This is an optimization exercise on Yosys and OpenROAD, whose aim is small area, a short achievable clock period and few clock cycles per item, not a production implementation.
Only simulation tests tie the RTL to the original design; equivalence was not proved.

--- design/flow/design.v ---
package mulDivOpPkg;
  typedef enum logic [2:0] {
    opMul    = 3'b000,
    opMulh   = 3'b001,
    opMulhsu = 3'b010,
    opMulhu  = 3'b011,
    opDiv    = 3'b100,
    opDivu   = 3'b101,
    opRem    = 3'b110,
    opRemu   = 3'b111
  } opCodeT;
  function automatic logic isDivOp(input logic [2:0] op);
    isDivOp = op[2];
  endfunction
  function automatic logic lOpSigned(input logic [2:0] op);
    lOpSigned = (op == 3'b001) || (op == 3'b100) || (op == 3'b110);
  endfunction
  function automatic logic rOpSigned(input logic [2:0] op);
    rOpSigned = (op == 3'b001) || (op == 3'b010) || (op == 3'b100) || (op == 3'b110);
  endfunction
  function automatic logic wantsHigh(input logic [2:0] op);
    wantsHigh = (op == 3'b001) || (op == 3'b010) || (op == 3'b011);
  endfunction
  function automatic logic wantsRemainder(input logic [2:0] op);
    wantsRemainder = (op == 3'b110) || (op == 3'b111);
  endfunction
endpackage
package mulDivCtrlPkg;
  typedef enum logic [1:0] {
    stIdle,
    stBusy,
    stOffer,
    stRelease
  } stageStateT;
  typedef enum logic [1:0] {
    kIdle,
    kRun,
    kDone
  } kernelStateT;
endpackage
`timescale 1ns/1ps
module mulDivUnit
#(
  parameter int dataWidth = 32
) (
  input  logic                 clk,
  input  logic                 rstN,
  input  logic                 inReq,
  output logic                 inAck,
  input  logic [2:0]           opCode,
  input  logic [dataWidth-1:0] lOp,
  input  logic [dataWidth-1:0] rOp,
  output logic                 outReq,
  input  logic                 outAck,
  output logic [dataWidth-1:0] result,
  output logic                 divByZero,
  output logic                 divOverflow
);
  localparam int W = 37;
  logic sMul, sAl, sIt, sFin;
  logic oAckQ;
  logic [2:0] op;
  logic [33:0] A;       
  logic [W-1:0] H;      
  logic [31:0] L;       
  logic bm1;            
  logic uMask;          
  logic off;            
  logic [5:0] cnt;      
  logic [5:0] itc;      
  logic zf;             
  logic negRes;
  logic dzR;
  logic ovR;
  logic isIdle;
  assign isIdle = !(sMul || sAl || sIt || sFin);
  logic lastMul, lastIt, finishing, outFree, loadPorts, capture;
  assign lastMul = sMul && zf;
  assign lastIt = sIt && zf && !negRes;
  assign finishing = lastMul || lastIt || sFin;
  assign outFree = !outReq && !oAckQ;
  assign loadPorts = isIdle || (finishing && outFree);
  assign capture = loadPorts && inReq && !inAck;
  logic negD;
  assign negD = A[33];
  logic [3:0] mb;
  assign mb = uMask ? 4'b0000 : L[3:0];
  logic d0one, d0two, d0neg, d1one, d1two, d1neg;
  assign d0one = mb[0] ^ bm1;
  assign d0two = (mb[1] & ~mb[0] & ~bm1) | (~mb[1] & mb[0] & bm1);
  assign d0neg = mb[1];
  assign d1one = mb[2] ^ mb[1];
  assign d1two = (mb[3] & ~mb[2] & ~mb[1]) | (~mb[3] & mb[2] & mb[1]);
  assign d1neg = mb[3];
  logic [W-1:0] aExt, a2Ext;
  assign aExt = {{(W-34){A[33]}}, A};
  assign a2Ext = {aExt[W-2:0], 1'b0};
  logic sel1, sel2, neg1;
  assign sel1 = sMul ? d0one : sIt;
  assign sel2 = sMul && d0two;
  assign neg1 = sMul ? d0neg : (sIt && !negD);
  logic [W-1:0] in0, in1, in2, pp1;
  assign in1 = ((sel1 ? aExt : '0) | (sel2 ? a2Ext : '0)) ^ {W{neg1}};
  assign pp1 = ((d1one ? aExt : '0) | (d1two ? a2Ext : '0)) ^ {W{d1neg}};
  assign in2 = sMul ? {pp1[W-3:0], d1neg, d1neg} : '0;
  logic inv0;
  assign inv0 = sFin && negRes;
  logic [W-1:0] src0;
  always_comb begin
    if (sMul || sIt) src0 = H;
    else if (op[1]) src0 = H;
    else src0 = {{(W-32){1'b0}}, L};
  end
  assign in0 = src0 ^ {W{inv0}};
  logic c0, cin;
  assign c0 = (sMul && d0neg) || (sIt && !negD) || (inv0 && !(op[1] && off));
  assign cin = (sMul && d1neg) || (sIt && off);
  logic [W-1:0] csaS, csaC, sum;
  assign csaS = in0 ^ in1 ^ in2;
  assign csaC = {(in0[W-2:0] & in1[W-2:0]) | (in0[W-2:0] & in2[W-2:0]) | (in1[W-2:0] & in2[W-2:0]), c0};
  logic [W:0] sumX;
  assign sumX = {csaS, 1'b1} + {csaC, cin};
  assign sum = sumX[W:1];
  logic q;
  assign q = !sum[W-1];
  function automatic logic [5:0] bitLen(input logic [31:0] v);
    bitLen = 6'd0;
    for (int i = 0; i < 32; i++) begin
      if (v[i]) bitLen = 6'(i + 1);
    end
  endfunction
  logic divOpP, divSgnP, negNP, negDP, dzP, ovP;
  assign divOpP = opCode[2];
  assign divSgnP = (opCode == 3'd4) || (opCode == 3'd6);
  assign negNP = divSgnP && rOp[31];
  assign negDP = divSgnP && lOp[31];
  assign dzP = (lOp == 32'd0);
  assign ovP = divSgnP && (rOp == 32'h80000000) && (lOp == 32'hffffffff);
  logic [6:0] sh;
  assign sh = {1'b0, bitLen(negNP ? ~rOp : rOp)} + {6'd0, negNP}
            - {1'b0, bitLen(negDP ? ~lOp : lOp)};
  logic [31:0] mulRes, divRes;
  always_comb begin
    if (op == 3'd0) mulRes = {sum[3:0], L[31:4]};
    else if (op == 3'd3) mulRes = sum[31:0];
    else mulRes = sum[35:4];
  end
  always_comb begin
    if (sFin) divRes = sum[31:0];
    else if (!op[1]) divRes = {L[30:0], q};
    else if (q) divRes = sum[31:0];
    else divRes = H[31:0];
  end
  logic cntBig, cntLast;
  assign cntBig = (cnt[5:2] != 4'd0);
  assign cntLast = cntBig ? (cnt == 6'd4) : (cnt == 6'd1);
  always_ff @(posedge clk) begin
    if (!rstN) begin
      sMul <= 1'b0;
      sAl <= 1'b0;
      sIt <= 1'b0;
      sFin <= 1'b0;
      inAck <= 1'b0;
      outReq <= 1'b0;
      oAckQ <= 1'b0;
    end else begin
      oAckQ <= outAck;
      if (capture) begin
        inAck <= 1'b1;
      end else if (!inReq) begin
        inAck <= 1'b0;
      end
      if (finishing && outFree) begin
        outReq <= 1'b1;
      end else if (outAck) begin
        outReq <= 1'b0;
      end
      if (loadPorts) begin
        sMul <= capture && !divOpP;
        sFin <= capture && divOpP && (dzP || sh[6]);
        sIt <= capture && divOpP && !dzP && (sh == 7'd0);
        sAl <= capture && divOpP && !dzP && !sh[6] && (sh != 7'd0);
      end else if (sAl) begin
        if (cntLast) begin
          sAl <= 1'b0;
          sIt <= 1'b1;
        end
      end else if (sIt && !lastIt) begin
        if (zf) begin
          sIt <= 1'b0;
          sFin <= 1'b1;
        end
      end
    end
  end
  always_ff @(posedge clk) begin
    if (finishing && outFree) begin
      result <= sMul ? mulRes : divRes;
      divByZero <= dzR;
      divOverflow <= ovR;
    end
    if (loadPorts) begin
      op <= opCode;
      A <= {{2{mulDivOpPkg::lOpSigned(opCode) && lOp[31]}}, lOp};
      L <= !divOpP ? rOp : (dzP ? 32'hffffffff : 32'd0);
      H <= !divOpP ? '0 : {{(W-32){1'b0}}, negNP ? ~rOp : rOp};
      off <= divOpP && negNP;
      bm1 <= 1'b0;
      uMask <= 1'b0;
      cnt <= sh[5:0];
      itc <= !divOpP ? ((opCode == 3'd3) ? 6'd8 : 6'd7) : sh[5:0];
      zf <= divOpP && (sh == 7'd0);
      negRes <= opCode[1] ? negNP : ((negNP ^ negDP) && !dzP);
      dzR <= divOpP && dzP;
      ovR <= ovP;
    end else if (sMul) begin
      if (!zf) begin
        H <= {{4{sum[W-1]}}, sum[W-1:4]};
        L <= {sum[3:0], L[31:4]};
        bm1 <= L[3];
        itc <= itc - 6'd1;
        zf <= (itc == 6'd1);
        uMask <= (itc == 6'd1) && (op == 3'd3);
      end
    end else if (sAl) begin
      if (cntBig) begin
        A <= {A[29:0], 4'd0};
        cnt <= cnt - 6'd4;
      end else begin
        A <= {A[32:0], 1'b0};
        cnt <= cnt - 6'd1;
      end
    end else if (sIt && !lastIt) begin
      if (q) begin
        H <= sum;
        off <= 1'b0;
      end
      L <= {L[30:0], q};
      A <= {A[33], A[33:1]};
      itc <= itc - 6'd1;
      zf <= (itc == 6'd1);
    end
  end
endmodule
--- design/flow/run.sh ---
#!/bin/bash
# synth_recipe.tcl (not shown) runs the flow's synth.tcl, then flattens the netlist and writes it again
# the make line also repeats each setting of config.mk as NAME=value (left out here)
make -C /OpenROAD-flow-scripts/flow DESIGN_CONFIG=/design/flow/config.mk WORK_HOME=/design/flow/orfs CLKGATE_MAP_FILE= SYNTH_SCRIPT=/design/flow/synth_recipe.tcl finish
--- design/flow/config.mk ---
export PLATFORM = sky130hd
export DESIGN_NAME = mulDivUnit
export DESIGN_NICKNAME = mulDivUnit
export VERILOG_FILES = /design/flow/design.v
export SDC_FILE = /design/flow/constraint.sdc
export NUM_CORES = 4
export LEC_CHECK = 0
export CAP_MARGIN = 20
export CORE_MARGIN = 2
export CORE_UTILIZATION = 40
export SLEW_MARGIN = 20
--- design/flow/constraint.sdc ---
create_clock -name core_clock -period 5.0 [get_ports {clk}]
set_input_delay 1.0000 -clock core_clock [delete_from_list [all_inputs] [get_ports {clk}]]
set_output_delay 1.0000 -clock core_clock [all_outputs]
set_load 0.01 [all_outputs]
==> summary.txt <==
[repair_timing]
action,CTS,global route
cloned,5,1
hold buffers,0,0
setup endpoints to repair,99,103
pin swaps,72,32
gates resized for setup,120,82
buffers inserted,23,10
[worst max-delay path: cells and delay by family (launching register included)]
family / cells / cell delay, ns
simple gates: 4 / 0.57
xor+xnor: 2 / 0.33
buf+inv: 8 / 1.07
compound gates: 10 / 1.78
fa+ha+maj: 2 / 0.78
flops: 1 / 0.48
[cell families after synthesis]
kind of cell	after synthesis
simple gates	634
compound gates	718
buf+inv	292
xor+xnor	181
flops	166
fa+ha+maj	93
mux	93
[cell usage after synthesis, types with 25 or more instances]
cell type,n,share of area (%)
inv_1,120,2.5
and2_1,39,1.4
a22oi_1,72,3.0
or3_1,27,0.94
edfxtp_1,157,26
nand2_1,191,4.0
xnor2_1,160,7.8
ha_1,55,3.8
o211ai_1,27,1.1
fa_1,38,4.3
nor2_1,136,2.9
nor3_1,45,1.3
a211oi_1,47,2.0
a31oi_1,25,0.87
clkbuf_1,132,2.8
nand3_1,74,2.1
o21ai_0,132,3.7
and3_1,34,1.2
mux2i_1,90,5.0
a21oi_1,189,5.3
[through the flow]
stage	std cells	worst slack, ns	cell area, um2	hold slack [ns]
4_1_cts	3230	-0.123	24300	0.436
3_3_place_gp	3179	-0.729	22900	0.423
6_report	3240	-0.227	24800	0.432
5_1_grt	3240	-0.348	24800	0.448
2_1_floorplan	2177	0.0176	18000	0.400
3_5_place_dp	3179	-0.831	22900	0.407
[routing by layer]
layer  track usage (%)  vias to the layer above  wire length, um
li1                  -                     8957                -
met1              42.7                     9447            31100
met3              7.57                      168             7640
met4              18.5                        0             4740
met5                 0                        -                0
met2              48.7                      997            33100
[registers in the layout (all words and copies together) (netlist names), 3 cells and up]
signal	flops
H	37
result	32
A	34
op	3
cnt	6
itc	6
L	32
[worst max-delay path by stage]
stage	from	to	slack (ns)	cells past startpoint
2_1_floorplan	L[1]$_DFFE_PP_	H[0]$_DFFE_PP_	0.02	21
3_5_place_dp	opCode[2]	sAl$_SDFF_PN0_	-0.83	23
6_report	L[1]$_DFFE_PP_	result[22]$_DFFE_PP_	-0.23	26
4_1_cts	L[1]$_DFFE_PP_	result[15]$_DFFE_PP_	-0.12	23
5_1_grt	L[1]$_DFFE_PP_	result[15]$_DFFE_PP_	-0.35	24
3_3_place_gp	opCode[2]	sAl$_SDFF_PN0_	-0.73	23
[area by class of cell]
| type | instances | area (um2) | area share (%) |
|---|---|---|---|
| Clock buffer | 17 | 425 | 1.72 |
| Timing Repair Buffer | 608 | 5250 | 21.2 |
| Tap cell | 592 | 741 | 2.99 |
| Inverter | 122 | 460 | 1.86 |
| Sequential cell | 166 | 4900 | 19.8 |
| Clock inverter | 15 | 160 | 0.646 |
| Multi-Input combinational cell | 1720 | 12900 | 51.9 |
==> results.toml <==
[floorplan]
io_pins = 107
dieArea_mm2 = 0.0464
die_h_um = 215
die_w_um = 215
rows = 77
coreArea_mm2 = 0.0441
start_util_pct = 40.5

[synthesis]
syn_nets = 2341
muxShareOfSynthArea_pct = 5.23
synthSimpleGateAreaFrac_pct = 17.1
netlist_area_mm2 = 0.0179
postSynth.asyncResetShare_pct = 0
yosys_warnings = 1
postSynthCellCount = 2177
synth_edf_count = 157
ys.flop_type = "edfxtp_1"
ys_seq_elements = 166
synth-compound-area-share_pct = 26.8
yosysSeqAreaShare_pct = 27.4
synth_area_per_cell_um2 = 8.21
synth_top_family_by_area = "compound AO/OA/AOI/OAI gates"
synthXorXnorAreaFrac_pct = 8.94
synth.distinct_cells = 90
synthAdderAreaFrac_pct = 8.10

[timing]
fin_crit_ns = 5.23
post-route-period-util_pct = 105
rsz0062_at_grt = "true"
setup_viol = 74
setup_slack_ns = -0.227
slew_violations = 0
slew_headroom_pct = 27.3
tns_ns = -9.99
max_freq_mhz = 191
fin_skew_ns = 0.0127
finalHoldViolCount = 0
worst_pin_slew_ns = 1.09

[clock_network]
cts_buffers = 17
clock_sink_count = 166
cts_tree = "done"
cts.htree.levels = 4
cts-root-buf = "clkbuf_16"
clock_path_buffers = 2
worstSkewPairLatency_ns = 0.47
cts.clk_slew.worst_paths_ns = 0.08

[routing]
drtPass1Iterations = 7
post_drt_via_cell_ratio = 6.04
drt-total-wl_um = 76600
vias = 19600
drt-initial-drc-count = 2537
routedWlPerCell_um = 23.6
final_antenna_net_count = 0
drc = 0

[critical_path]
critPathSlowestCell = "fa_1"
end_kind = "flop"
arrival_ns = 5.48
timing.rr.start = "L[1]$_DFFE_PP_"
reg2reg_depth = 26
rrSetupSlack_ns = -0.23
slowest_delay_ns = 0.55
cp.required_ns = 5.25
crit_path_frequent_cell = "buf_4"
timing.rr.end = "result[22]$_DFFE_PP_"
crit_type = "flop to flop"
cp_max_fo = 7
worst_setup_path_start_kind = "flop"

[run]
drv_cap = 0

[grt]
grt_usage_pct = 32.4
grt_max_degree = 83
gr-total-overflow = 0
grt_antenna_before_repair = 0
grt_pass1_vias = 19000
grt_first_pass_wirelength_um = 115000

[cells_and_area]
drive_above_1_share_pct = 27.4
most-common-layout-cells = "buf_4 (463), nand2_1 (182), a21oi_1 (176)"
final_util_pct = 56.2
fill_cells = 4105
finalNetCount = 2799
final_common_cell = "buf_4"
syn_to_final_growth_pct = 38.6
n_antenna_cell = 0

[placed_design]
hpwl_um = 58100
gp_congestion = 0.998
portBuffers = 106

[min_path]
min_path_type = "flop to flop"
hp-start = "dzR$_DFFE_PN_"
worstHoldPathCells = 0
whs_endpoint = "divByZero$_DFFE_PP_"

[outcome]
status = "finished with violations"
check.faults = "negative setup slack"
Testbench counts, summed over its fixed seeds: cycles 16,616, items 2,048.

separate check: timing with driven ports:
Ports are ideal in the flow. The routed layout listed here was re-timed in OpenROAD. Step 1, drivers: a clkbuf_16 drives clk and a buf_2 each remaining input, both assumed. Step 2, shift: input delay + t, output delay - t, t = (earliest + latest rising clock arrival at the registers) / 2. This alone moves slack from input paths to output paths. Slacks: ideal ports / drivers / drivers and shift; pairs: ideal ports / drivers.
t (ns): 0.518
setup slack, ns: -0.227 / -0.227 / -0.464
hold WS [ns]: 0.432 / 0.432 / 0.432
pins driven straight from the clock port: 1
For this run, drivers alone change the setup slack by 0.000 ns; drivers and shift together by -0.237 ns.
